This design comes from an exercise in tuning for a short achievable clock period and few clock cycles per item on the open sky130 flow, not from production work.
At most, simulation tests tie the RTL to the original design; equivalence was not proved.
No functional check of the RTL was part of runs 1 to 3.

<file path="flow/design.v">
package avcsps_pkg;
    localparam logic [2:0] STS_OK          = 3'd0;
    localparam logic [2:0] STS_NO_SPS      = 3'd1;
    localparam logic [2:0] STS_NOT_SPS_NAL = 3'd2;
    localparam logic [2:0] STS_TRUNC       = 3'd3;
    localparam logic [2:0] STS_SCALING     = 3'd4;
    localparam logic [2:0] STS_GOLOMB      = 3'd5;
    localparam logic [2:0] STS_BAD_SIZE    = 3'd6;
    localparam logic [7:0] SPS_NAL_HDR = 8'h67;
    localparam logic [4:0] P_ID     = 5'd0;    
    localparam logic [4:0] P_CHROMA = 5'd1;    
    localparam logic [4:0] P_DL     = 5'd2;    
    localparam logic [4:0] P_DL1    = 5'd3;    
    localparam logic [4:0] P_DC     = 5'd4;    
    localparam logic [4:0] P_BML    = 5'd5;    
    localparam logic [4:0] P_LOG2   = 5'd6;    
    localparam logic [4:0] P_POC    = 5'd7;    
    localparam logic [4:0] P_MAXPOC = 5'd8;    
    localparam logic [4:0] P_ONR1   = 5'd9;    
    localparam logic [4:0] P_OTB    = 5'd10;   
    localparam logic [4:0] P_NCYC   = 5'd11;   
    localparam logic [4:0] P_NCYC2  = 5'd12;   
    localparam logic [4:0] P_COFF   = 5'd13;   
    localparam logic [4:0] P_NREF   = 5'd14;   
    localparam logic [4:0] P_W1     = 5'd15;   
    localparam logic [4:0] P_H      = 5'd16;   
    localparam logic [4:0] P_FDC    = 5'd17;   
    localparam logic [4:0] P_CL     = 5'd18;
    localparam logic [4:0] P_CR     = 5'd19;
    localparam logic [4:0] P_CT     = 5'd20;
    localparam logic [4:0] P_CB     = 5'd21;
    localparam logic [4:0] P_FIN    = 5'd22;
    localparam logic [1:0] SL_NONE   = 2'd0;
    localparam logic [1:0] SL_PREFIX = 2'd1;
    localparam logic [1:0] SL_SUFFIX = 2'd2;
    localparam logic [3:0] D_NONE = 4'd0;
    localparam logic [3:0] D_LOOP = 4'd1;
    localparam logic [3:0] D_REF  = 4'd2;
    localparam logic [3:0] D_W    = 4'd3;
    localparam logic [3:0] D_H    = 4'd4;
    localparam logic [3:0] D_CL   = 4'd5;
    localparam logic [3:0] D_CR   = 4'd6;
    localparam logic [3:0] D_CT   = 4'd7;
    localparam logic [3:0] D_CB   = 4'd8;
endpackage
import avcsps_pkg::*;
module avc_sps_header_parser
(
    input  logic          clk,
    input  logic          rst_n,
    input  logic          in_valid,
    output logic          in_ready,
    input  logic [7:0]    in_data_byte,
    input  logic          in_last_byte,
    output logic          out_valid,
    input  logic          out_ready,
    output logic [2:0]    out_status,
    output logic [7:0]    out_profile,
    output logic [7:0]    out_compat,
    output logic [7:0]    out_level,
    output logic [2:0]    out_nal_length_size,
    output logic [7:0]    out_ref_frames,
    output logic [15:0]   out_pixel_width,
    output logic [15:0]   out_pixel_height
);
    logic [8:0]  iq0, iq1;
    logic        iq_wp, iq_rp;
    logic [1:0]  iq_cnt, iq_cnt_next;
    logic        in_ready_r;
    logic        push, pop;
    logic [8:0]  head;
    logic        head_v, hd_last;
    logic [7:0]  hd;
    assign in_ready = in_ready_r;
    assign push     = in_valid && in_ready_r;
    assign head     = iq_rp ? iq1 : iq0;
    assign head_v   = (iq_cnt != 2'd0);
    assign hd       = head[7:0];
    assign hd_last  = head[8];
    assign iq_cnt_next = iq_cnt + {1'b0, push} - {1'b0, pop};
    always_ff @(posedge clk)
    begin
        if (push && !iq_wp)
            iq0 <= {in_last_byte, in_data_byte};
        if (push && iq_wp)
            iq1 <= {in_last_byte, in_data_byte};
    end
    always_ff @(posedge clk or negedge rst_n)
    begin
        if (!rst_n)
        begin
            iq_wp      <= 1'b0;
            iq_rp      <= 1'b0;
            iq_cnt     <= 2'd0;
            in_ready_r <= 1'b1;
        end
        else
        begin
            iq_wp      <= iq_wp ^ push;
            iq_rp      <= iq_rp ^ pop;
            iq_cnt     <= iq_cnt_next;
            in_ready_r <= (iq_cnt_next != 2'd2);
        end
    end
    logic [3:0]  hidx;                  
    logic [7:0]  prof_r, compat_r, level_r;
    logic [2:0]  nal_r;
    logic        pdone;                 
    logic        res_ready;             
    logic        rec_end;               
    logic [2:0]  st_r;
    logic [7:0]  buf_q [0:15];
    logic [7:0]  buf_e [0:17];
    logic [4:0]  cnt;                   
    logic [2:0]  off;                   
    logic [4:0]  avail;                 
    logic        full16, buf_space, wr;
    logic [4:0]  pos_n;
    logic [1:0]  carry;
    logic [4:0]  pst;
    logic [1:0]  sl_mode;
    logic [1:0]  zch;                   
    logic [4:0]  rem;                   
    logic [31:0] acc;                   
    logic [31:0] loop_r;
    logic [1:0]  chroma_r;
    logic        sep_r, fonly_r;
    logic        chk_r, ok_r;
    logic        vb_v, vb_fast;
    logic [3:0]  vb_dest;
    logic [15:0] vb_win;
    logic [2:0]  vb_lz;
    logic [31:0] vb_acc;
    logic [31:0] codeval;
    logic [7:0]  ref_r;
    logic [31:0] wc_r, hc_r;            
    logic [31:0] cl_r, cr_r, ct_r, cb_r;
    logic        fin1, fin2, fin3, fin4;
    logic [32:0] sw_r, sh_r;
    logic [37:0] fw_r, fh_r;
    logic [38:0] dw_r, dh_r;
    logic [7:0]  ref_o;
    logic [15:0] wid_o, hei_o;
    logic        out_valid_r, ob_v;
    logic [2:0]  ob_status;
    logic [7:0]  ob_prof, ob_compat, ob_level, ob_ref;
    logic [2:0]  ob_nal;
    logic [15:0] ob_w, ob_h;
    logic [2:0]  oa_status;
    logic [7:0]  oa_prof, oa_compat, oa_level, oa_ref;
    logic [2:0]  oa_nal;
    logic [15:0] oa_w, oa_h;
    logic        is_hdr, wr_sps, emit, emit_now, emit_end, a_free, first;
    logic        hi_r, loop2_r;
    function automatic logic high_profile;
        input logic [7:0] p;
        high_profile = (p == 8'd100) || (p == 8'd110) || (p == 8'd122) || (p == 8'd244) ||
               (p == 8'd44) || (p == 8'd83) || (p == 8'd86) || (p == 8'd118);
    endfunction
    function automatic logic [2:0] lzc8;
        input logic [7:0] v;
        if (v[7])      lzc8 = 3'd0;
        else if (v[6]) lzc8 = 3'd1;
        else if (v[5]) lzc8 = 3'd2;
        else if (v[4]) lzc8 = 3'd3;
        else if (v[3]) lzc8 = 3'd4;
        else if (v[2]) lzc8 = 3'd5;
        else if (v[1]) lzc8 = 3'd6;
        else           lzc8 = 3'd7;
    endfunction
    assign avail      = {cnt[1:0], 3'b000} - {2'b00, off};
    assign full16     = (cnt >= 5'd3) || ((cnt == 5'd2) && (off == 3'd0));
    assign buf_space  = !cnt[4];
    assign is_hdr   = (hidx != 4'd12);
    assign wr_sps   = !is_hdr && !pdone;
    assign pop      = head_v && !rec_end && (!wr_sps || buf_space);
    assign emit_now = pop && hd_last && res_ready && !ob_v;
    assign emit_end = rec_end && res_ready && !ob_v;
    assign emit     = emit_now || emit_end;
    assign wr       = pop && wr_sps;
    assign first    = pop && (hidx == 4'd0);
    always_comb
    begin
        for (int j = 0; j < 16; j++)
            buf_e[j] = (cnt == 5'(j)) ? hd : buf_q[j];
        buf_e[16] = hd;
        buf_e[17] = hd;
    end
    always_ff @(posedge clk)
    begin
        for (int i = 0; i < 16; i++)
            buf_q[i] <= buf_e[i + carry];
    end
    logic [23:0]  w24;
    logic [15:0]  win;
    logic         uoff;
    logic [15:0]  uwin;
    logic         zero8;
    logic [2:0]   lz;
    logic [4:0]   ue_len;
    logic         is_ue;
    assign w24 = {buf_q[0], buf_q[1], buf_q[2]};
    assign win = w24[23 - off -: 16];
    assign uoff   = (pst == P_DL1) || (pst == P_ONR1) || (pst == P_W1);
    assign uwin   = uoff ? {win[14:0], 1'b0} : win;
    assign zero8  = (uwin[15:8] == 8'd0);
    assign lz     = lzc8(uwin[15:8]);
    assign ue_len = {1'b0, lz, 1'b1} + {4'd0, uoff};
    assign is_ue  = !((pst == P_BML) || (pst == P_FDC) || (pst == P_NCYC2) || (pst == P_FIN));
    logic [4:0]  need;
    logic        el_done;       
    logic        el_fast;       
    logic        sl_start, sl_more;
    logic [1:0]  sl_mode_n;
    logic [1:0]  zch_n;
    logic [4:0]  rem_n;
    logic [31:0] acc_n;
    logic        fail_scl, fail_gol, finish;
    logic [4:0]  pst_el;        
    logic        is3, poc0, poc1, ncyc0;
    logic [1:0]  chroma_fast;
    logic        mat;
    logic [11:0] lists;
    logic [3:0]  nl;
    logic [3:0]  lpos;
    logic        lfound;
    logic [2:0]  pz;
    logic [3:0]  k;
    logic        fdc_crop;
    always_comb
    begin
        need      = 5'd0;
        el_done   = 1'b0;
        el_fast   = 1'b0;
        sl_start  = 1'b0;
        sl_more   = 1'b0;
        sl_mode_n = sl_mode;
        zch_n     = zch;
        rem_n     = rem;
        acc_n     = acc;
        fail_scl  = 1'b0;
        fail_gol  = 1'b0;
        finish    = 1'b0;
        pst_el    = pst;
        pz        = lzc8(win[15:8]);
        k         = (rem > 5'd8) ? 4'd8 : rem[3:0];
        is3   = (sl_mode == SL_NONE) && (uwin[15:11] == 5'b00100);
        poc0  = (sl_mode == SL_NONE) && uwin[15];
        poc1  = (sl_mode == SL_NONE) && (uwin[15:13] == 3'b010);
        ncyc0 = (sl_mode == SL_NONE) && uwin[15];
        if (sl_mode != SL_NONE)
            chroma_fast = 2'd1;
        else if (uwin[15])
            chroma_fast = 2'd0;
        else if (uwin[15:13] == 3'b010)
            chroma_fast = 2'd1;
        else if (uwin[15:13] == 3'b011)
            chroma_fast = 2'd2;
        else if (uwin[15:11] == 5'b00100)
            chroma_fast = 2'd3;
        else
            chroma_fast = 2'd1;
        mat    = win[14];
        lists  = win[13:2];
        nl     = (chroma_r == 2'd3) ? 4'd12 : 4'd8;
        lfound = 1'b0;
        lpos   = 4'd0;
        for (int i = 11; i >= 0; i--)
            if (lists[11 - i] && (4'(i) < nl))
            begin
                lfound = 1'b1;
                lpos   = 4'(i);
            end
        fdc_crop = win[15] ? win[13] : win[12];
        if (sl_mode == SL_PREFIX)
        begin
            if (win[15:8] == 8'd0)
            begin
                need = 5'd8;
                if (zch == 2'd3)
                    fail_gol = 1'b1;
                else
                    zch_n = zch + 2'd1;
            end
            else
            begin
                need      = {2'b00, pz} + 5'd1;
                sl_mode_n = SL_SUFFIX;
                rem_n     = {zch, pz};
                acc_n     = 32'd1;
            end
        end
        else if (sl_mode == SL_SUFFIX)
        begin
            need  = {1'b0, k};
            rem_n = rem - {1'b0, k};
            acc_n = (acc << k) | ({24'd0, win[15:8]} >> (4'd8 - k));
            if (rem_n == 5'd0)
            begin
                el_done   = 1'b1;
                sl_mode_n = SL_NONE;
            end
        end
        else if (is_ue)
        begin
            if (zero8)
            begin
                need      = 5'd8 + {4'd0, uoff};
                sl_start  = 1'b1;
                sl_mode_n = SL_PREFIX;
                zch_n     = 2'd1;
            end
            else
            begin
                need    = ue_len;
                el_done = 1'b1;
                el_fast = 1'b1;
            end
        end
        else if (pst == P_BML)
        begin
            if (!mat)
            begin
                need    = 5'd2;
                el_done = 1'b1;
            end
            else if (lfound)
            begin
                need     = 5'd3 + {1'b0, lpos};
                fail_scl = 1'b1;
            end
            else
            begin
                need    = 5'd2 + {1'b0, nl};
                el_done = 1'b1;
            end
        end
        else if (pst == P_FDC)
        begin
            need    = win[15] ? 5'd3 : 5'd4;
            el_done = 1'b1;
        end
        else if (pst == P_NCYC2)
        begin
            need    = 5'd0;
            el_done = 1'b1;
        end
        unique case (pst)
            P_ID:     pst_el = hi_r ? P_CHROMA : P_LOG2;
            P_CHROMA: pst_el = is3 ? P_DL1 : P_DL;
            P_DL:     pst_el = P_DC;
            P_DL1:    pst_el = P_DC;
            P_DC:     pst_el = P_BML;
            P_BML:    pst_el = P_LOG2;
            P_LOG2:   pst_el = P_POC;
            P_POC:    pst_el = poc0 ? P_MAXPOC : (poc1 ? P_ONR1 : P_NREF);
            P_MAXPOC: pst_el = P_NREF;
            P_ONR1:   pst_el = P_OTB;
            P_OTB:    pst_el = P_NCYC;
            P_NCYC:   pst_el = ncyc0 ? P_NREF : P_NCYC2;
            P_NCYC2:  pst_el = P_COFF;
            P_COFF:   pst_el = loop2_r ? P_NREF : P_COFF;
            P_NREF:   pst_el = P_W1;
            P_W1:     pst_el = P_H;
            P_H:      pst_el = P_FDC;
            P_FDC:    pst_el = fdc_crop ? P_CL : P_FIN;
            P_CL:     pst_el = P_CR;
            P_CR:     pst_el = P_CT;
            P_CT:     pst_el = P_CB;
            P_CB:     pst_el = P_FIN;
            default:  pst_el = P_FIN;
        endcase
        finish = el_done && (pst_el == P_FIN);
    end
    logic active, go, trunc;
    logic [3:0] dest_el;
    assign active = !pdone && (pst != P_FIN);
    assign go     = active && (full16 || (rec_end && chk_r && ok_r));
    assign trunc  = active && rec_end && !full16 && chk_r && !ok_r;
    assign pos_n  = {2'b00, off} + need;
    assign carry  = go ? pos_n[4:3] : 2'd0;
    always_comb
    begin
        unique case (pst)
            P_NCYC:  dest_el = D_LOOP;
            P_NREF:  dest_el = D_REF;
            P_W1:    dest_el = D_W;
            P_H:     dest_el = D_H;
            P_CL:    dest_el = D_CL;
            P_CR:    dest_el = D_CR;
            P_CT:    dest_el = D_CT;
            P_CB:    dest_el = D_CB;
            default: dest_el = D_NONE;
        endcase
    end
    assign codeval = vb_fast ? {16'd0, vb_win >> (4'd15 - {vb_lz, 1'b0})} : vb_acc;
    always_ff @(posedge clk or negedge rst_n)
    begin
        if (!rst_n)
        begin
            hidx      <= 4'd0;
            pdone     <= 1'b0;
            res_ready <= 1'b0;
            rec_end   <= 1'b0;
            cnt       <= 5'd0;
            off       <= 3'd0;
            pst       <= P_ID;
            sl_mode   <= SL_NONE;
            chk_r     <= 1'b0;
            vb_v      <= 1'b0;
            fin1      <= 1'b0;
            fin2      <= 1'b0;
            fin3      <= 1'b0;
            fin4      <= 1'b0;
        end
        else if (emit)
        begin
            hidx      <= 4'd0;
            pdone     <= 1'b0;
            res_ready <= 1'b0;
            rec_end   <= 1'b0;
            cnt       <= 5'd0;
            off       <= 3'd0;
            pst       <= P_ID;
            sl_mode   <= SL_NONE;
            chk_r     <= 1'b0;
            vb_v      <= 1'b0;
            fin1      <= 1'b0;
            fin2      <= 1'b0;
            fin3      <= 1'b0;
            fin4      <= 1'b0;
        end
        else
        begin
            cnt <= cnt + {4'd0, wr} - {3'd0, carry};
            if (pop)
            begin
                if (is_hdr)
                begin
                    hidx <= hidx + 4'd1;
                    if ((hidx == 4'd5) && (hd[4:0] == 5'd0))
                    begin
                        pdone     <= 1'b1;
                        res_ready <= 1'b1;
                    end
                    if ((hidx == 4'd8) && (hd != SPS_NAL_HDR))
                    begin
                        pdone     <= 1'b1;
                        res_ready <= 1'b1;
                    end
                end
                if (hd_last)
                    rec_end <= 1'b1;
            end
            if (rec_end && active && !full16)
                chk_r <= !chk_r;
            else
                chk_r <= 1'b0;
            vb_v <= 1'b0;
            if (trunc)
            begin
                pdone     <= 1'b1;
                res_ready <= 1'b1;
            end
            else if (go)
            begin
                off     <= pos_n[2:0];
                sl_mode <= sl_mode_n;
                if (fail_gol || fail_scl)
                begin
                    pdone     <= 1'b1;
                    res_ready <= 1'b1;
                end
                else if (el_done)
                begin
                    pst  <= pst_el;
                    vb_v <= 1'b1;
                    if (finish)
                    begin
                        pdone <= 1'b1;
                        fin1  <= 1'b1;
                    end
                end
            end
            fin2 <= fin1;
            fin3 <= fin2;
            fin4 <= fin3;
            if (fin4)
                res_ready <= 1'b1;
        end
    end
    always_ff @(posedge clk)
    begin
        if (first)
        begin
            prof_r   <= 8'd0;
            compat_r <= 8'd0;
            level_r  <= 8'd0;
            nal_r    <= 3'd0;
            hi_r     <= 1'b0;
            chroma_r <= 2'd1;
            sep_r    <= 1'b0;
            fonly_r  <= 1'b0;
            cl_r     <= 32'd0;
            cr_r     <= 32'd0;
            ct_r     <= 32'd0;
            cb_r     <= 32'd0;
            ref_o    <= 8'd0;
            wid_o    <= 16'd0;
            hei_o    <= 16'd0;
        end
        if (pop && is_hdr)
        begin
            unique case (hidx)
                4'd1: prof_r   <= hd;
                4'd2: compat_r <= hd;
                4'd3: level_r  <= hd;
                4'd4: nal_r    <= {1'b0, hd[1:0]} + 3'd1;
                4'd5:
                    if (hd[4:0] == 5'd0)
                        st_r <= STS_NO_SPS;
                4'd8:
                    if (hd != SPS_NAL_HDR && !pdone)
                        st_r <= STS_NOT_SPS_NAL;
                4'd9: hi_r     <= high_profile(hd);
                default: ;
            endcase
        end
        if (rec_end && active && !full16)
            ok_r <= (need <= avail);
        if (trunc)
            st_r <= STS_TRUNC;
        else if (go)
        begin
            zch <= zch_n;
            rem <= rem_n;
            acc <= acc_n;
            if ((sl_mode == SL_NONE) && (pst == P_DL1))
                sep_r <= win[15];
            if (fail_gol)
                st_r <= STS_GOLOMB;
            else if (fail_scl)
                st_r <= STS_SCALING;
            else if (el_done)
            begin
                vb_fast <= el_fast;
                vb_dest <= dest_el;
                vb_win  <= uwin;
                vb_lz   <= lz;
                vb_acc  <= acc_n;
                if (pst == P_CHROMA)
                    chroma_r <= chroma_fast;
                if (pst == P_FDC)
                    fonly_r <= win[15];
                if (pst == P_COFF)
                begin
                    loop_r  <= loop_r - 32'd1;
                    loop2_r <= (loop_r == 32'd3);
                end
            end
        end
        if (vb_v)
        begin
            unique case (vb_dest)
                D_LOOP:
                begin
                    loop_r  <= codeval;
                    loop2_r <= (codeval == 32'd2);
                end
                D_REF:  ref_r  <= (codeval > 32'd256) ? 8'd255 : 8'(codeval - 32'd1);
                D_W:    wc_r   <= codeval;
                D_H:    hc_r   <= codeval;
                D_CL:   cl_r   <= codeval - 32'd1;
                D_CR:   cr_r   <= codeval - 32'd1;
                D_CT:   ct_r   <= codeval - 32'd1;
                D_CB:   cb_r   <= codeval - 32'd1;
                default: ;
            endcase
        end
        if (fin2)
        begin
            sw_r <= {1'b0, cl_r} + {1'b0, cr_r};
            sh_r <= {1'b0, ct_r} + {1'b0, cb_r};
            fw_r <= {2'b00, wc_r, 4'b0000};
            fh_r <= fonly_r ? {2'b00, hc_r, 4'b0000} : {1'b0, hc_r, 5'b00000};
        end
        if (fin3)
        begin
            dw_r <= {1'b0, fw_r} - (ux2 ? {5'd0, sw_r, 1'b0} : {6'd0, sw_r});
            dh_r <= {1'b0, fh_r} - ({6'd0, sh_r} << sy);
        end
        if (fin4)
        begin
            if (bad_size)
                st_r <= STS_BAD_SIZE;
            else
            begin
                st_r  <= STS_OK;
                ref_o <= ref_r;
                wid_o <= dw_r[15:0];
                hei_o <= dh_r[15:0];
            end
        end
    end
    logic [1:0] ct;
    logic       ux2;
    logic [1:0] sy;
    logic       bad_size;
    always_comb
    begin
        ct  = sep_r ? 2'd0 : chroma_r;
        ux2 = (ct == 2'd1) || (ct == 2'd2);
        if (ct == 2'd1)
            sy = fonly_r ? 2'd1 : 2'd2;
        else
            sy = fonly_r ? 2'd0 : 2'd1;
        bad_size = dw_r[38] || (dw_r[37:0] == 38'd0) || (dw_r[37:16] != 22'd0) ||
                   dh_r[38] || (dh_r[37:0] == 38'd0) || (dh_r[37:16] != 22'd0);
    end
    assign a_free = !out_valid_r || out_ready;
    always_ff @(posedge clk or negedge rst_n)
    begin
        if (!rst_n)
        begin
            out_valid_r <= 1'b0;
            ob_v        <= 1'b0;
        end
        else
        begin
            if (a_free)
                out_valid_r <= ob_v || emit;
            if (ob_v)
                ob_v <= !a_free;
            else
                ob_v <= emit && !a_free;
        end
    end
    always_ff @(posedge clk)
    begin
        if (a_free)
        begin
            if (ob_v)
            begin
                oa_status <= ob_status;
                oa_prof   <= ob_prof;
                oa_compat <= ob_compat;
                oa_level  <= ob_level;
                oa_nal    <= ob_nal;
                oa_ref    <= ob_ref;
                oa_w      <= ob_w;
                oa_h      <= ob_h;
            end
            else
            begin
                oa_status <= st_r;
                oa_prof   <= prof_r;
                oa_compat <= compat_r;
                oa_level  <= level_r;
                oa_nal    <= nal_r;
                oa_ref    <= ref_o;
                oa_w      <= wid_o;
                oa_h      <= hei_o;
            end
        end
        if (!ob_v && !a_free)
        begin
            ob_status <= st_r;
            ob_prof   <= prof_r;
            ob_compat <= compat_r;
            ob_level  <= level_r;
            ob_nal    <= nal_r;
            ob_ref    <= ref_o;
            ob_w      <= wid_o;
            ob_h      <= hei_o;
        end
    end
    assign out_valid           = out_valid_r;
    assign out_status          = oa_status;
    assign out_profile         = oa_prof;
    assign out_compat          = oa_compat;
    assign out_level           = oa_level;
    assign out_nal_length_size = oa_nal;
    assign out_ref_frames      = oa_ref;
    assign out_pixel_width     = oa_w;
    assign out_pixel_height    = oa_h;
endmodule
</file>
<file path="flow/run.sh">
#!/bin/bash
# synth_recipe.tcl (not shown) runs the flow's synth.tcl, then flattens the netlist and writes it again
# the make line also repeats each setting of config.mk as NAME=value (left out here)
make -C /OpenROAD-flow-scripts/flow DESIGN_CONFIG=/design/flow/config.mk WORK_HOME=/design/flow/orfs CLKGATE_MAP_FILE= SYNTH_SCRIPT=/design/flow/synth_recipe.tcl finish
</file>
<file path="flow/config.mk">
export PLATFORM = sky130hd
export DESIGN_NAME = avc_sps_header_parser
export DESIGN_NICKNAME = avc_sps_header_parser
export VERILOG_FILES = /design/flow/design.v
export SDC_FILE = /design/flow/constraint.sdc
export NUM_CORES = 4
export LEC_CHECK = 0
export ABC_CLOCK_PERIOD_IN_PS = 3000
export CAP_MARGIN = 20
export CORE_MARGIN = 2
export CORE_UTILIZATION = 40
export SLEW_MARGIN = 20
</file>
<file path="flow/constraint.sdc">
create_clock -name core_clock -period 20.0 [get_ports {clk}]
set_input_delay 4.0000 -clock core_clock [delete_from_list [all_inputs] [get_ports {clk}]]
set_output_delay 4.0000 -clock core_clock [all_outputs]
set_load 0.01 [all_outputs]
</file>
==> summary.txt, run 1 <==
outcome=timing/DRC/antenna clean; number of max-cap violations=0; clock period minus worst slack=9.453 ns; setup total negative slack=0 ns; Post-DRT Antenna Nets=0; Synth async-reset ratio=0.03759; unrepaired setup endpoints after global routing=false; initial detailed-routing violation count=3525; biggest fanout along the worst timing path=50; # resized after CTS=0; share of layout cells above drive strength 1=0.1047; top_reg_cell synth=sky130_fd_sc_hd__edfxtp_1; number of placed instances, taps included=between 6000 and 7000; count of endpoints failing setup in the final report=0; data required time at the worst endpoint=20.65 ns; GRT Max-Usage Layer=met2; via count of the first global-routing pass=between 30000 and 40000; global-route track usage on met1=0.2844; pre-CTS worst setup slack=about 11 ns; slew of the pin with the lowest slew margin=approximately 1.2 ns; 1st-pass router iterations=7; H-Tree Depth=3; CTS root buffer=sky130_fd_sc_hd__clkbuf_16; Synth top area share=0.3117; endpoint of the most critical register-to-register path=buf_q[6][3]; post-synthesis register bit count=931; average wire length per cell after detail routing=21.10 um; post-synth design cell area=a little over 0.05 sq mm; # DRC=0; Die Outline Area=0.1310 sq mm; top-level I/O count=between 80 and 90; final wirelength=143300 um; Achievable Freq=105.8 MHz; Netlist cell types=116; number of buffers added for setup after CTS=0; average instance area after synthesis=10.03 sq um; gr usage total=0.2134; Synth area leader=sky130_fd_sc_hd__edfxtp_1; CP startpoint=off[0]; number of synthesized flops with an enable pin=532; element type at the critical path end=flop; wire length of the first global-routing pass=222700 um; number of I/O port buffers=between 80 and 90; post-route clock skew=0.09903 ns; initial cell density of the core=0.4025; fin cells=6792; top post-synthesis cells by area=sky130_fd_sc_hd__edfxtp_1 (31%), sky130_fd_sc_hd__dfxtp_1 (14%), sky130_fd_sc_hd__ha_1 (4.5%); clk buf depth=3; endpoints failing hold=0; most numerous cell types in the synthesized netlist=sky130_fd_sc_hd__edfxtp_1 (532), sky130_fd_sc_hd__nand2_1 (442), sky130_fd_sc_hd__nor2_1 (388); Reg2Reg Setup Slack=10.55 ns; number of antenna violations at the first check in global routing=1; Net Count, Synth=5310; area of the core=0.1274 sq mm; area growth from synthesis to layout=11.78%; RR Startpoint=off[0]; class of the most critical setup path=reg -> reg; half-perimeter wire length after placement=98450 um; max-slew violations=0; termination of the worst setup path=buf_q[6][3]; reg2reg path depth=27; met2 global-route usage=0.3496; worst slew margin relative to its limit=0.1820; routability-driven placement congestion ratio=just under 0.9; number of hold buffers added after cts=0; TritonCTS buffer count=102; total number of yosys warnings=4; die span in x=362.0 um; vias per inst=~5.9; met3 Track Usage GR=0.03365; latest clock arrival within the worst-skew pair=0.76 ns; final net count=approximately 5200; clock slew at reported path FFs=0.06 ns; largest net degree at the start of global routing=89; startpoint type of the worst setup path=flop; CTS tree=done; worst min path class=reg -> reg; number of standard cells after synthesis=approximately 5000; via count of the routed design=40154; height of the die=about 360 um; cell with the most instances after synthesis=sky130_fd_sc_hd__edfxtp_1; share of the clock period used by the worst path after layout=0.4727; Seq/Total Area, Yosys=0.4709; total congestion overflow after global routing=0; CP Data Arrival Time=10.10 ns; CTS sink count=just over 900; Cell Rows=131; final critical-path setup slack=10.55 ns
layout make-up:
class                           instances  area (sq um)
Timing Repair Buffer                  155          1393
Antenna cell                            1         2.502
Clock buffer                          129          2830
Tap cell                             1662          2079
Multi-Input combinational cell       3716         25520
Sequential cell                       931         24150
Inverter                              135         509.2
Fill cell                           11962         70060
Clock inverter                         63         808.3
flip-flops by register name, indices dropped and copies added, names as in the netlist, 33 cells and up:
name	flops
dw_r	37
sh_r	33
dh_r	39
sw_r	33
fh_r	33
buf_q	128
how the worst min path moves through the flow:
stage                  start        to  slack [ns]  cells past startpoint
detailed placement  wc_r[12]  fw_r[16]        0.40                      0
global placement    wc_r[21]  fw_r[25]        0.40                      0
CTS                 wc_r[25]  fw_r[29]        0.37                      0
finish              wc_r[25]  fw_r[29]        0.38                      0
floorplan            wc_r[6]  fw_r[10]        0.40                      0
global route        wc_r[24]  fw_r[28]        0.40                      0
cells in the final DEF, fill, tap and decap left out, drive strengths merged, types with 31 or more instances in the layout:
cell             n
and3            39
nor2           392
a31oi           56
nand4           42
buf             72
o211ai          31
a21o            62
a211oi          36
inv            137
clkdlybuf4s50   83
o21ai          363
a222oi          36
a221oi          57
mux2           125
xor2            46
dfrtp           34
nand2          443
and2            47
clkbuf         129
o21a            34
nand3          284
nor3            94
nor4            50
clkinv          44
mux4            64
edfxtp         532
a22oi          167
xnor2          114
mux2i          168
dfxtp          364
ha             184
a21oi          370
nand2b          48
nor2b           61
worst max-delay path: stages (launching register included):
cell	delay, ns
sky130_fd_sc_hd__dfrtp_2	0.34
sky130_fd_sc_hd__buf_4	0.52
sky130_fd_sc_hd__inv_1	0.11
sky130_fd_sc_hd__ha_1	0.25
sky130_fd_sc_hd__ha_1	0.87
sky130_fd_sc_hd__mux4_2	0.61
sky130_fd_sc_hd__mux4_2	0.54
sky130_fd_sc_hd__a2111oi_2	0.41
sky130_fd_sc_hd__a21oi_1	0.22
sky130_fd_sc_hd__ha_1	0.34
sky130_fd_sc_hd__and2_1	0.14
sky130_fd_sc_hd__nor3b_1	0.41
sky130_fd_sc_hd__inv_1	0.11
sky130_fd_sc_hd__fa_1	0.42
sky130_fd_sc_hd__inv_1	0.10
sky130_fd_sc_hd__a21oi_1	0.12
sky130_fd_sc_hd__o31a_2	0.46
sky130_fd_sc_hd__nor2_8	0.61
sky130_fd_sc_hd__inv_4	0.25
sky130_fd_sc_hd__ha_4	0.40
sky130_fd_sc_hd__or2_2	0.41
sky130_fd_sc_hd__nor3_1	0.73
sky130_fd_sc_hd__buf_4	0.27
sky130_fd_sc_hd__nand2_1	0.17
sky130_fd_sc_hd__and3_1	0.23
sky130_fd_sc_hd__nand2_1	0.07
sky130_fd_sc_hd__nor3_1	0.05
sky130_fd_sc_hd__a31oi_2	0.15
routing by layer:
metal  part of all wire  up-vias
li1                   -    19097
met1               0.44    19470
met2               0.47     1302
met3              0.061      283
met4              0.033        2
met5           0.000091        -
per-stage QoR:
stage / hold WS [ns] / instance area [sq um] / util
2_1_floorplan: 0.4003 / 51260 / -
3_3_place_gp: 0.4005 / 53590 / 0.4208
3_5_place_dp: 0.4045 / 53600 / 0.4208
4_1_cts: 0.3716 / 57230 / 0.4494
5_1_grt: 0.3975 / 57300 / 0.4499
6_report: 0.3792 / 57300 / 0.4499
cell families (layout without fill, tap and decap cells):
logic type,after synthesis,in the layout,synth area share
other,1,2,0.00007316
adders and majority gates,188,188,0.04647
AOI/OAI and AO/OA,1425,1425,0.1832
muxes,357,357,0.08846
xor gates and xnor gates,160,160,0.02734
buffers and inverters,462,482,0.03564
and+or+nand+nor,1585,1585,0.1479
DFF,931,931,0.4709
==> run 2, diff against run 1 <==
==> flow/flow/run.sh (new file) <==
#!/bin/bash
set -euo pipefail
bash standard.sh SETUP_SLACK_MARGIN=14 finish > flow_make.log 2>&1
==> flow/standard.sh (new file) <==
#!/bin/bash
# synth_recipe.tcl (not shown) runs the flow's synth.tcl, then flattens the netlist and writes it again
# the make line also repeats each setting of config.mk as NAME=value (left out here)
make -C /OpenROAD-flow-scripts/flow DESIGN_CONFIG=/design/flow/config.mk WORK_HOME=/design/flow/orfs CLKGATE_MAP_FILE= SYNTH_SCRIPT=/design/flow/synth_recipe.tcl "${@:-finish}"
--- a/flow/config.mk
+++ b/flow/config.mk
@@ -5,7 +5,6 @@
 export SDC_FILE = /design/flow/constraint.sdc
 export NUM_CORES = 4
 export LEC_CHECK = 0
-export ABC_CLOCK_PERIOD_IN_PS = 3000
 export CAP_MARGIN = 20
 export CORE_MARGIN = 2
 export CORE_UTILIZATION = 40
removed: flow/run.sh
==> summary.txt, run 2 <==
outcome=timing/DRC/antenna clean; share of the clock period used by the worst path after layout=0.3060; number of max-cap violations=0; share of layout cells above drive strength 1=0.1633; TritonCTS buffer count=102; final critical-path setup slack=roughly 14 ns; Min-Delay Path Depth=0; leading cell type in the layout, fill and taps excluded=sky130_fd_sc_hd__edfxtp_1; area of the core=around 0.13 sq mm; CP Data Arrival Time=6.78 ns; average instance area after synthesis=10.03 sq um; via count of the first global-routing pass=~39000; biggest fanout along the worst timing path=6; Synth async-reset ratio=0.03759; unrepaired setup endpoints after global routing=true; latest clock arrival within the worst-skew pair=~0.73 ns; slew of the pin with the lowest slew margin=1.280 ns; pre-CTS worst setup slack=11.83 ns; count of endpoints failing setup in the final report=0; gr usage total=0.2234; area occupied by multi-input gates=0.02665 sq mm; post-synthesis register bit count=931; slowest stage cell, crit path=sky130_fd_sc_hd__mux4_2; largest net degree at the start of global routing=83; reg2reg path depth=27; number of I/O port buffers=84; largest stage delay on the critical path=0.59 ns; Net Count, Synth=5310; Cell Rows=131; die span in x=362.0 um; post-synth design cell area=0.05126 sq mm; Seq/Total Area, Yosys=0.4709; worst min path class=reg -> reg; Largest delay share family, worst path=simple AND/OR/NAND/NOR gates; startpoint of the tightest hold check path=wc_r[25]; number of synthesized flops with an enable pin=approximately 530; Reg2Reg Setup Slack=13.88 ns; vias per inst=5.959; total congestion overflow after global routing=0; wire length of the first global-routing pass=232000 um; Regs by FF count=buf_q (128), dh_r (39), dw_r (37); leading cell types in the layout, fill and taps excluded=sky130_fd_sc_hd__edfxtp_1 (532), sky130_fd_sc_hd__nand2_1 (424), sky130_fd_sc_hd__nor2_1 (371); Post-DRT Antenna Nets=0; top_reg_cell synth=sky130_fd_sc_hd__edfxtp_1; endpoint of the most critical register-to-register path=buf_q[10][1]; initial detailed-routing violation count=4534; clock period minus worst slack=6.120 ns; # DRC=0; 1st-pass router iterations=9; H-Tree Depth=3; number of hold buffers added after cts=0; number of inserted filler cells in the final layout=between 10000 and 15000; top-level I/O count=85; average wire length per cell after detail routing=21.98 um; hold endpoint=fw_r[29]; max-slew violations=0; CTS sink count=a little over 900; element type at the critical path end=flop; area taken by flip-flops and latches=0.02416 sq mm; Die Outline Area=about 0.13 sq mm; worst slew margin relative to its limit=0.1387; Achievable Freq=163.4 MHz; Synth top area share=0.3117; largest register by flop count=buf_q; Netlist cell types=116; Largest register FFs=about 130; top post-synthesis cells by area=sky130_fd_sc_hd__edfxtp_1 (31%), sky130_fd_sc_hd__dfxtp_1 (14%), sky130_fd_sc_hd__ha_1 (4.5%); RR Startpoint=off[0]; Synth area leader=sky130_fd_sc_hd__edfxtp_1; startpoint type of the worst setup path=flop; half-perimeter wire length after placement=100500 um; clk buf depth=3; clock slew at reported path FFs=0.06 ns; endpoints failing hold=0; post-route clock skew=0.07232 ns; via count of the routed design=41489; routability-driven placement congestion ratio=0.8863; data required time at the worst endpoint=20.66 ns; number of antenna violations at the first check in global routing=2; CTS root buffer=sky130_fd_sc_hd__clkbuf_16; initial cell density of the core=0.4025; total number of yosys warnings=4; final wirelength=roughly 150000 um; setup total negative slack=0 ns; area growth from synthesis to layout=17.39%; height of the die=~360 um; class of the most critical setup path=reg -> reg; number of standard cells after synthesis=5109; Bufs and invs on worst path=5; cell with the most instances after synthesis=sky130_fd_sc_hd__edfxtp_1; most numerous cell types in the synthesized netlist=sky130_fd_sc_hd__edfxtp_1 (532), sky130_fd_sc_hd__nand2_1 (442), sky130_fd_sc_hd__nor2_1 (388); CTS tree=done; final net count=around 5400
==> run 2: cell counts after synthesis <==
No cell type changed its count.
==> run 2: area by class of cell <==
type,instances,area share
Clock inverter,59,0.01129
Timing Repair Buffer,315,0.05379
Sequential cell,931,0.4015
Clock buffer,135,0.04703
Multi-Input combinational cell,3721,0.4429
Inverter,135,0.008671
Antenna cell,3,0.0001248
Timing Repair inverter,1,0.00008317
Tap cell,1662,0.03456
==> run 2: worst max path at each step <==
| stage | start | to | cells past startpoint |
|---|---|---|---|
| 6_report | off[0] | buf_q[10][1] | 27 |
| 2_1_floorplan | off[0] | buf_q[10][1] | 33 |
| 3_5_place_dp | off[1] | buf_q[10][5] | 27 |
| 3_3_place_gp | off[1] | buf_q[6][5] | 31 |
| 4_1_cts | off[0] | buf_q[9][3] | 25 |
| 5_1_grt | off[0] | buf_q[10][1] | 27 |
==> run 2: metrics by stage <==
stage	cell area [sq um]	util	hold slack, ns	instances
6_report	60170	0.4725	0.4151	6962
5_1_grt	60170	0.4724	0.4200	6959
4_1_cts	58780	0.4615	0.4158	6883
3_5_place_dp	53970	0.4238	0.4052	6599
3_3_place_gp	53960	0.4237	0.4015	6599
2_1_floorplan	52110	-	0.4003	5109
==> run 2: cells by family (layout without fill, tap and decap cells) <==
| family | Yosys count | count (layout) | synth area share |
|---|---|---|---|
| simple gates | 1585 | 1590 | 0.1479 |
| flops | 931 | 931 | 0.4709 |
| fa+ha+maj | 188 | 188 | 0.04647 |
| mux | 357 | 357 | 0.08846 |
| other cells | 1 | 4 | 0.00007316 |
| compound gates | 1425 | 1425 | 0.1832 |
| xor+xnor | 160 | 160 | 0.02734 |
| buf+inv | 462 | 645 | 0.03564 |
==> run 2: per-layer routing <==
| metal | vias to the layer above | share of wire | track usage | routed length (um) |
|---|---|---|---|---|
| li1 | 19481 | - | - | - |
| met1 | 19850 | 0.43 | 0.3017 | 65340 |
| met2 | 1730 | 0.45 | 0.3564 | 69250 |
| met3 | 426 | 0.082 | 0.04075 | 12500 |
| met4 | 2 | 0.039 | 0.08456 | 5953 |
| met5 | - | 0.000085 | 0 | 13 |
==> run 2: what timing repair did <==
item	in CTS	in global routing
pin swaps	36	49
setup endpoints to repair	133	111
gates cloned	7	12
gates resized for setup	100	125
buffers inserted	83	62
==> run 3, diff against run 2 <==
--- a/flow/design.v
+++ b/flow/design.v
@@ -179,6 +179,10 @@
     assign emit     = emit_now || emit_end;
     assign wr       = pop && wr_sps;
     assign first    = pop && (hidx == 4'd0);
+    logic [4:0] cnt_w, cnt_w1, cnt_w2;
+    assign cnt_w  = cnt + {4'd0, wr};
+    assign cnt_w1 = cnt_w - 5'd1;
+    assign cnt_w2 = cnt_w - 5'd2;
     always_comb
     begin
         for (int j = 0; j < 16; j++)
@@ -189,7 +193,13 @@
     always_ff @(posedge clk)
     begin
         for (int i = 0; i < 16; i++)
-            buf_q[i] <= buf_e[i + carry];
+        begin
+            unique case (carry)
+                2'd0:    buf_q[i] <= buf_e[i];
+                2'd1:    buf_q[i] <= buf_e[i + 1];
+                default: buf_q[i] <= buf_e[i + 2];
+            endcase
+        end
     end
     logic [23:0]  w24;
     logic [15:0]  win;
@@ -199,8 +209,10 @@
     logic [2:0]   lz;
     logic [4:0]   ue_len;
     logic         is_ue;
-    assign w24 = {buf_q[0], buf_q[1], buf_q[2]};
-    assign win = w24[23 - off -: 16];
+    logic [23:0]  w24s;
+    assign w24  = {buf_q[0], buf_q[1], buf_q[2]};
+    assign w24s = w24 << off;
+    assign win  = w24s[23:8];
     assign uoff   = (pst == P_DL1) || (pst == P_ONR1) || (pst == P_W1);
     assign uwin   = uoff ? {win[14:0], 1'b0} : win;
     assign zero8  = (uwin[15:8] == 8'd0);
@@ -432,7 +444,11 @@
         end
         else
         begin
-            cnt <= cnt + {4'd0, wr} - {3'd0, carry};
+            unique case (carry)
+                2'd0:    cnt <= cnt_w;
+                2'd1:    cnt <= cnt_w1;
+                default: cnt <= cnt_w2;
+            endcase
             if (pop)
             begin
                 if (is_hdr)
==> flow/run.sh (new file) <==
#!/bin/bash
# synth_recipe.tcl (not shown) runs the flow's synth.tcl, then flattens the netlist and writes it again
# the make line also repeats each setting of config.mk as NAME=value (left out here)
make -C /OpenROAD-flow-scripts/flow DESIGN_CONFIG=/design/flow/config.mk WORK_HOME=/design/flow/orfs CLKGATE_MAP_FILE= SYNTH_SCRIPT=/design/flow/synth_recipe.tcl finish
--- a/flow/config.mk
+++ b/flow/config.mk
@@ -5,7 +5,7 @@
 export SDC_FILE = /design/flow/constraint.sdc
 export NUM_CORES = 4
 export LEC_CHECK = 0
-export CAP_MARGIN = 20
+export CAP_MARGIN = 80
 export CORE_MARGIN = 2
 export CORE_UTILIZATION = 40
-export SLEW_MARGIN = 20
+export SLEW_MARGIN = 80
removed: flow/flow/run.sh
removed: flow/standard.sh
==> summary.txt, run 3 <==
Achievable Freq=~170 MHz; number of antenna violations at the first check in global routing=0; max-slew violations=0; H-Tree Depth=3; element type at the critical path end=flop; synthesized-area fraction occupied by ao, oa, aoi and oai cells=0.1214; outcome=timing/DRC/antenna clean; initial detailed-routing violation count=2311; path length in cells of the critical path=24; biggest fanout along the worst timing path=14; total number of yosys warnings=3; Die Outline Area=0.1233 sq mm; met3 routed WL=3940 um; wire length of the first global-routing pass=roughly 190000 um; die span in x=351.1 um; xor/xnor share of the synthesized area=0.03471; clock slew at reported path FFs=~0.06 ns; multiplexer fraction of the synthesized cell area=0.1400; average wire length per cell after detail routing=between 15 and 20 um; Synth async-reset ratio=0.03759; Min-Delay Path Depth=0; largest stage delay on the critical path=0.61 ns; share of the clock period used by the worst path after layout=0.2992; half-perimeter wire length after placement=between 80000 and 90000 um; CTS root buffer=sky130_fd_sc_hd__clkbuf_16; final wirelength=115900 um; cell with the most instances after synthesis=sky130_fd_sc_hd__edfxtp_1; height of the die=351.1 um; Netlist cell types=just under 100; reg2reg path depth=24; count of endpoints failing setup in the final report=0; worst min path class=reg -> reg; area growth from synthesis to layout=21.57%; Seq/Total Area, Yosys=0.5026; Post-DRT Antenna Nets=0; Largest delay share family, worst path=buffers and inverters; via count of the first global-routing pass=33345; Regs by FF count=buf_q (128), dh_r (39), dw_r (37); latest clock arrival within the worst-skew pair=~0.7 ns; post-synthesis register bit count=931; Adder-Cell Fraction of Synth Area=0.04507; setup total negative slack=0 ns; number of standard cells after synthesis=4433; top sig layer=met4; area of the core=0.1197 sq mm; leading cell type in the layout, fill and taps excluded=sky130_fd_sc_hd__edfxtp_1; total congestion overflow after global routing=0; number of synthesized flops with an enable pin=540; top-level I/O count=85; Bufs and invs on worst path=7; average instance area after synthesis=around 11 sq um; Synth top area share=0.3365; combinational family with the most area after synthesis=multiplexers; number of buffers added for setup after CTS=0; post-synth design cell area=0.04819 sq mm; class of the most critical setup path=reg -> reg; vias per inst=5.395; # resized after CTS=0; number of max-cap violations=0; clock period minus worst slack=5.984 ns; hold slack=0.4042 ns; unrepaired setup endpoints after global routing=false; CP Data Arrival Time=6.40 ns; cells traversed along the worst timing path=buf_6 > buf_6 > mux4_2 > mux2i_4 > nand4_1 > o32a_1 > nor2_1 > o21ai_0 > ha_1 > nor3b_1 > or3_1 > a221oi_4 > ha_1 > a21o_1 > a21oi_2 > nor3_4 > buf_2 > nor4_4 > buf_1 > buf_1 > buf_1 > buf_1 > mux2i_1 > mux2i_1; startpoint type of the worst setup path=flop; largest register by flop count=buf_q; final net count=~4800; CTS sink count=around 930; top post-synthesis cells by area=sky130_fd_sc_hd__edfxtp_1 (34%), sky130_fd_sc_hd__dfxtp_1 (15%), sky130_fd_sc_hd__mux2i_1 (5.2%); slowest stage cell, crit path=sky130_fd_sc_hd__mux4_2; gr usage total=0.1868; Net Count, Synth=4617; CTS tree=done; share of layout cells above drive strength 1=0.2198; TritonCTS buffer count=100; top_reg_cell synth=sky130_fd_sc_hd__edfxtp_1; leading cell types in the layout, fill and taps excluded=sky130_fd_sc_hd__edfxtp_1 (540), sky130_fd_sc_hd__nand2_1 (344), sky130_fd_sc_hd__dfxtp_1 (343); most numerous cell types in the synthesized netlist=sky130_fd_sc_hd__edfxtp_1 (540), sky130_fd_sc_hd__nand2_1 (362), sky130_fd_sc_hd__dfxtp_1 (356); simple logic cell fraction of the synthesized area=0.1231; via count of the routed design=between 30000 and 40000; # DRC=0; cell seen most often among critical-path stages=sky130_fd_sc_hd__buf_1; routability-driven placement congestion ratio=0.8720; routed wl met2=approximately 57000 um; post-route clock skew=0.05577 ns; Largest register FFs=roughly 130; number of placed instances, taps included=6103; Synth area leader=sky130_fd_sc_hd__edfxtp_1; Cell Rows=127; number of I/O port buffers=84; number of hold buffers added after cts=0; WL met1=just over 50000 um; largest net degree at the start of global routing=54; initial cell density of the core=0.4028; 1st-pass router iterations=5; data required time at the worst endpoint=20.41 ns; fin cells=approximately 6300; diode count=0; clk buf depth=3; endpoints failing hold=0
## run 3: cells by family (layout without fill, tap and decap cells)
kind of cell             count (synthesis)  after routing
flip-flops                             931            931
XOR/XNOR                               191            191
AO/OA/AOI/OAI                          960            960
other                                    1              1
buffers and inverters                  376            642
adder cells (fa/ha/maj)                172            172
AND/OR/NAND/NOR                       1243           1243
multiplexers                           559            559
## run 3: path summary, 6_finish.rpt
path | startpoint | end | slack, ns
worst max register to register | off[0] | buf_q[0][3] | 14.02
worst min register to register | wc_r[29] | fw_r[33] | 0.40
min in group asynchronous | rst_n | iq_wp | 3.12
worst min-delay path | wc_r[29] | fw_r[33] | 0.40
max in group asynchronous | rst_n | pst[0] | 16.50
worst max-delay path | off[0] | buf_q[0][3] | 14.02
## run 3: per-layer routing
metal	GRT usage	up-vias
li1	-	16803
met1	0.2419	16509
met2	0.3227	562
met3	0.02374	171
met4	0.06149	0
met5	0	-
## run 3: layout make-up
class	count	area (sq um)
Timing Repair Buffer	321	3618
Clock inverter	56	600.6
Clock buffer	133	2753
Tap cell	1612	2017
Fill cell	10636	61070
Multi-Input combinational cell	3126	24800
Sequential cell	931	24290
Inverter	132	511.7
## run 3: metrics by stage
step                worst slack, ns  utilization  instance area (sq um)
global route                  13.66       0.4896                  58580
floorplan                     10.67            -                  48190
CTS                           14.01       0.4824                  57720
detailed placement            14.03       0.4544                  54360
finish                        14.02       0.4896                  58580
global placement              12.70       0.4212                  50400
==> run 4, diff against run 3 <==
--- a/flow/design.v
+++ b/flow/design.v
@@ -108,6 +108,13 @@
     logic        pdone;                 
     logic        res_ready;             
     logic        rec_end;               
+    logic        pclr;                  
+    logic [7:0]  prof_n, compat_n, level_n;
+    logic [2:0]  nal_n;
+    logic [7:0]  sn_prof, sn_compat, sn_level;
+    logic [2:0]  sn_nal;
+    logic [7:0]  e_prof, e_compat, e_level;
+    logic [2:0]  e_nal;
     logic [2:0]  st_r;
     logic [7:0]  buf_q [0:15];
     logic [7:0]  buf_e [0:17];
@@ -173,12 +180,31 @@
     assign buf_space  = !cnt[4];
     assign is_hdr   = (hidx != 4'd12);
     assign wr_sps   = !is_hdr && !pdone;
-    assign pop      = head_v && !rec_end && (!wr_sps || buf_space);
-    assign emit_now = pop && hd_last && res_ready && !ob_v;
+    assign pop      = head_v && !(rec_end && (hd_last || (hidx >= 4'd5))) &&
+                      (!wr_sps || buf_space);
+    assign emit_now = pop && hd_last && res_ready && !ob_v && !rec_end;
     assign emit_end = rec_end && res_ready && !ob_v;
     assign emit     = emit_now || emit_end;
     assign wr       = pop && wr_sps;
     assign first    = pop && (hidx == 4'd0);
+    always_comb
+    begin
+        prof_n   = first ? 8'd0 : prof_r;
+        compat_n = first ? 8'd0 : compat_r;
+        level_n  = first ? 8'd0 : level_r;
+        nal_n    = first ? 3'd0 : nal_r;
+        if (pop && is_hdr)
+        begin
+            if (hidx == 4'd1) prof_n   = hd;
+            if (hidx == 4'd2) compat_n = hd;
+            if (hidx == 4'd3) level_n  = hd;
+            if (hidx == 4'd4) nal_n    = {1'b0, hd[1:0]} + 3'd1;
+        end
+    end
+    assign e_prof   = rec_end ? sn_prof   : prof_r;
+    assign e_compat = rec_end ? sn_compat : compat_r;
+    assign e_level  = rec_end ? sn_level  : level_r;
+    assign e_nal    = rec_end ? sn_nal    : nal_r;
     logic [4:0] cnt_w, cnt_w1, cnt_w2;
     assign cnt_w  = cnt + {4'd0, wr};
     assign cnt_w1 = cnt_w - 5'd1;
@@ -410,10 +436,32 @@
     begin
         if (!rst_n)
         begin
-            hidx      <= 4'd0;
+            hidx    <= 4'd0;
+            rec_end <= 1'b0;
+            pclr    <= 1'b1;
+        end
+        else
+        begin
+            pclr <= 1'b0;
+            if (pop)
+            begin
+                if (hd_last)
+                    hidx <= 4'd0;
+                else if (is_hdr)
+                    hidx <= hidx + 4'd1;
+            end
+            if (pop && hd_last && !emit_now)
+                rec_end <= 1'b1;
+            else if (emit_end)
+                rec_end <= 1'b0;
+        end
+    end
+    always_ff @(posedge clk or negedge rst_n)
+    begin
+        if (!rst_n)
+        begin
             pdone     <= 1'b0;
             res_ready <= 1'b0;
-            rec_end   <= 1'b0;
             cnt       <= 5'd0;
             off       <= 3'd0;
             pst       <= P_ID;
@@ -427,10 +475,8 @@
         end
         else if (emit)
         begin
-            hidx      <= 4'd0;
             pdone     <= 1'b0;
             res_ready <= 1'b0;
-            rec_end   <= 1'b0;
             cnt       <= 5'd0;
             off       <= 3'd0;
             pst       <= P_ID;
@@ -453,7 +499,6 @@
             begin
                 if (is_hdr)
                 begin
-                    hidx <= hidx + 4'd1;
                     if ((hidx == 4'd5) && (hd[4:0] == 5'd0))
                     begin
                         pdone     <= 1'b1;
@@ -465,8 +510,6 @@
                         res_ready <= 1'b1;
                     end
                 end
-                if (hd_last)
-                    rec_end <= 1'b1;
             end
             if (rec_end && active && !full16)
                 chk_r <= !chk_r;
@@ -507,13 +550,19 @@
     end
     always_ff @(posedge clk)
     begin
-        if (first)
+        prof_r   <= prof_n;
+        compat_r <= compat_n;
+        level_r  <= level_n;
+        nal_r    <= nal_n;
+        if (pop && hd_last && !emit_now)
+        begin
+            sn_prof   <= prof_n;
+            sn_compat <= compat_n;
+            sn_level  <= level_n;
+            sn_nal    <= nal_n;
+        end
+        if (emit || pclr)
         begin
-            prof_r   <= 8'd0;
-            compat_r <= 8'd0;
-            level_r  <= 8'd0;
-            nal_r    <= 3'd0;
-            hi_r     <= 1'b0;
             chroma_r <= 2'd1;
             sep_r    <= 1'b0;
             fonly_r  <= 1'b0;
@@ -528,10 +577,6 @@
         if (pop && is_hdr)
         begin
             unique case (hidx)
-                4'd1: prof_r   <= hd;
-                4'd2: compat_r <= hd;
-                4'd3: level_r  <= hd;
-                4'd4: nal_r    <= {1'b0, hd[1:0]} + 3'd1;
                 4'd5:
                     if (hd[4:0] == 5'd0)
                         st_r <= STS_NO_SPS;
@@ -544,7 +589,9 @@
         end
         if (rec_end && active && !full16)
             ok_r <= (need <= avail);
-        if (trunc)
+        if (emit)
+            ;
+        else if (trunc)
             st_r <= STS_TRUNC;
         else if (go)
         begin
@@ -575,7 +622,7 @@
                 end
             end
         end
-        if (vb_v)
+        if (vb_v && !emit)
         begin
             unique case (vb_dest)
                 D_LOOP:
@@ -605,7 +652,7 @@
             dw_r <= {1'b0, fw_r} - (ux2 ? {5'd0, sw_r, 1'b0} : {6'd0, sw_r});
             dh_r <= {1'b0, fh_r} - ({6'd0, sh_r} << sy);
         end
-        if (fin4)
+        if (fin4 && !emit)
         begin
             if (bad_size)
                 st_r <= STS_BAD_SIZE;
@@ -669,10 +716,10 @@
             else
             begin
                 oa_status <= st_r;
-                oa_prof   <= prof_r;
-                oa_compat <= compat_r;
-                oa_level  <= level_r;
-                oa_nal    <= nal_r;
+                oa_prof   <= e_prof;
+                oa_compat <= e_compat;
+                oa_level  <= e_level;
+                oa_nal    <= e_nal;
                 oa_ref    <= ref_o;
                 oa_w      <= wid_o;
                 oa_h      <= hei_o;
@@ -681,10 +728,10 @@
         if (!ob_v && !a_free)
         begin
             ob_status <= st_r;
-            ob_prof   <= prof_r;
-            ob_compat <= compat_r;
-            ob_level  <= level_r;
-            ob_nal    <= nal_r;
+            ob_prof   <= e_prof;
+            ob_compat <= e_compat;
+            ob_level  <= e_level;
+            ob_nal    <= e_nal;
             ob_ref    <= ref_o;
             ob_w      <= wid_o;
             ob_h      <= hei_o;
==> summary.txt, run 4 <==
data required time at the worst endpoint=between 20 and 25 ns; Synth async-reset ratio=0.03754; Synth area leader=sky130_fd_sc_hd__edfxtp_1; vias per inst=5.414; post-route clock skew=0.06030 ns; clock period minus worst slack=6.749 ns; hold slack=~0.41 ns; RR Startpoint=off[1]; CTS root buffer=sky130_fd_sc_hd__clkbuf_16; startpoint type of the worst setup path=flop; die span in x=353.3 um; average instance area after synthesis=10.31 sq um; Post-DRT Antenna Nets=0; initial cell density of the core=0.4020; top post-synthesis cells by area=sky130_fd_sc_hd__edfxtp_1 (35%), sky130_fd_sc_hd__dfxtp_1 (15%), sky130_fd_sc_hd__o21ai_0 (5.4%); area of the core=between 0.1 and 0.15 sq mm; final critical-path setup slack=13.25 ns; CTS sink count=959; total congestion overflow after global routing=0; via count of the first global-routing pass=between 30000 and 40000; wire length of the first global-routing pass=~190000 um; Net Count, Synth=approximately 4900; total number of yosys warnings=3; largest register by flop count=buf_q; CP Data Arrival Time=7.37 ns; Netlist cell types=104; latest clock arrival within the worst-skew pair=0.72 ns; number of antenna violations at the first check in global routing=1; max-slew violations=0; share of layout cells above drive strength 1=0.2109; Reg2Reg Setup Slack=13.25 ns; area occupied by multi-input gates=0.02506 sq mm; leading cell types in the layout, fill and taps excluded=sky130_fd_sc_hd__edfxtp_1 (568), sky130_fd_sc_hd__nor2_1 (457), sky130_fd_sc_hd__o21ai_0 (445); # DRC=0; Cell Rows=around 130; unrepaired setup endpoints after global routing=false; H-Tree Depth=3; largest net degree at the start of global routing=between 40 and 50; top sig layer=met4; cell with the most instances after synthesis=sky130_fd_sc_hd__edfxtp_1; final net count=about 5100; TritonCTS buffer count=103; outcome=timing/DRC/antenna clean; number of standard cells after synthesis=approximately 4700; endpoint of the most critical register-to-register path=buf_q[14][5]; Die Outline Area=0.1248 sq mm; half-perimeter wire length after placement=~89000 um; setup total negative slack=0 ns; top_reg_cell synth=sky130_fd_sc_hd__edfxtp_1; cell seen most often among critical-path stages=sky130_fd_sc_hd__buf_16; height of the die=between 300 and 400 um; final core utilization=0.4944; element type at the critical path end=flop; Synth top area share=0.3495; WL met1=around 54000 um; area taken by flip-flops and latches=~0.025 sq mm; area growth from synthesis to layout=23.00%; Achievable Freq=148.2 MHz; leading cell type in the layout, fill and taps excluded=sky130_fd_sc_hd__edfxtp_1; top-level I/O count=between 80 and 90; via count of the routed design=between 30000 and 40000; most numerous cell types in the synthesized netlist=sky130_fd_sc_hd__edfxtp_1 (568), sky130_fd_sc_hd__o21ai_0 (529), sky130_fd_sc_hd__nor2_1 (483); number of inserted filler cells in the final layout=10937; class of the most critical setup path=reg -> reg; diode count=0; Regs by FF count=buf_q (128), dh_r (39), dw_r (37); Seq/Total Area, Yosys=0.5137; number of hold buffers added after cts=0; # resized after CTS=0; post-synth design cell area=0.04880 sq mm; gr usage total=0.1907; initial detailed-routing violation count=2841; 1st-pass router iterations=7; Largest register FFs=128; post-synthesis register bit count=between 900 and 1000; pre-CTS worst setup slack=roughly 13 ns; routed wl met2=60020 um; number of I/O port buffers=84; number of buffers added for setup after CTS=0; largest stage delay on the critical path=between 0.6 and 0.7 ns; reg2reg path depth=28; final wirelength=121800 um; worst min path class=reg -> reg; number of max-cap violations=0; clk buf depth=3; number of synthesized flops with an enable pin=568; CP startpoint=off[1]; termination of the worst setup path=buf_q[14][5]; met3 routed WL=4723 um; routability-driven placement congestion ratio=0.9002; clock slew at reported path FFs=roughly 0.06 ns; count of endpoints failing setup in the final report=0; biggest fanout along the worst timing path=42; share of the clock period used by the worst path after layout=0.3375; average wire length per cell after detail routing=between 15 and 20 um; slowest stage cell, crit path=sky130_fd_sc_hd__mux4_2; endpoints failing hold=0; CTS tree=done
==> run 4: cell types whose count changed after synthesis, sizes merged, moves of 17 or more <==
cell,delta
a21o,-20
edfxtp,+28
mux2,-87
mux2i,-73
nand3,-53
nand2,+49
nor2,+225
clkbuf,+30
nand2b,+17
a22o,-26
o21ai,+199
==> run 4: worst min path at each step <==
stage / cells past startpoint / from / end
3_5_place_dp: 0 / wc_r[8] / fw_r[12]
4_1_cts: 0 / wc_r[15] / fw_r[19]
6_report: 0 / wc_r[15] / fw_r[19]
3_3_place_gp: 0 / wc_r[12] / fw_r[16]
5_1_grt: 0 / wc_r[2] / fw_r[6]
2_1_floorplan: 0 / wc_r[6] / fw_r[10]
==> run 4: critical path: cells and delay by family (launching register included) <==
family          cells  cell delay, ns
buf+inv            11            2.13
compound gates     10            1.89
mux                 2            1.05
fa+ha+maj           2            0.58
simple gates        2            0.44
flops               1            0.35
xor+xnor            1            0.17
==> run 4: cell type report <==
class | instances | area share
clock inverters | 46 | 0.009380
flip-flops and latches | 959 | 0.4187
multi-input cells | 3384 | 0.4176
clock buffers | 150 | 0.04963
inverters | 124 | 0.007942
well taps | 1625 | 0.03387
repair buffers | 354 | 0.06293
==> run 4: per-layer routing <==
| metal | up-vias | GRT usage |
|---|---|---|
| met1 | 17358 | 0.2492 |
| met4 | 0 | 0.05966 |
| met3 | 202 | 0.02450 |
| li1 | 17683 | - |
| met5 | - | 0 |
| met2 | 716 | 0.3282 |
==> run 4: stage by stage <==
| step | cells | instance area, sq um |
|---|---|---|
| 3_3_place_gp | 6230 | 51150 |
| 4_1_cts | 6623 | 59180 |
| 5_1_grt | 6642 | 60020 |
| 2_1_floorplan | 4733 | 48800 |
| 3_5_place_dp | 6427 | 55640 |
| 6_report | 6642 | 60020 |
==> run 4: kinds of logic (layout without fill, tap and decap cells) <==
family,Yosys count,in the layout,share of synthesized area
mux,388,388,0.09787
xor+xnor,199,199,0.03572
simple gates,1475,1475,0.1383
other cells,2,2,0.0001539
buf+inv,390,674,0.03136
compound gates,1148,1148,0.1384
fa+ha+maj,172,172,0.04456
flops,959,959,0.5137
Testbench counts of run 4, summed over its fixed seeds: cycles 13,848, items 384.

-- what the ideal ports hide --
No port has a modelled driver above. Below, the same layouts with a new extraction and two added sets of constraints.
Step 1 sets driving cells, clkbuf_16 on the clock port and buf_2 on the other inputs (assumed; they add their load-dependent delay and slew).
Step 2 moves the port delays by t, midway between the first and last clock arrival at a register: inputs arrive t later, outputs are due t later. That takes back most of the time a late clock gives input paths.
Slacks: ideal / step 1 / step 2; pairs: ideal / step 1.
| run | shift t [ns] | slack for setup (ns) | hold WS [ns] | worst register clock-pin slew, ns | worst data-port slew with drivers (ns) |
|---|---|---|---|---|---|
| run 1 | 0.787 | 10.547 / 10.547 / 10.547 | 0.379 / 0.379 / 0.379 | 0.07 / 0.07 | 0.04 |
| run 2 | 0.768 | 13.881 / 13.881 / 13.752 | 0.415 / 0.415 / 0.415 | 0.07 / 0.07 | 0.03 |
| run 3 | 0.743 | 14.016 / 14.016 / 14.016 | 0.404 / 0.404 / 0.404 | 0.06 / 0.06 | 0.05 |
| run 4 | 0.763 | 13.251 / 13.251 / 13.251 | 0.408 / 0.408 / 0.408 | 0.07 / 0.07 | 0.06 |
After both steps setup and hold are still met in every run listed. The setup slack of run 2, which loses most, moves by 0.000 ns with the drivers and by -0.129 ns with both steps.
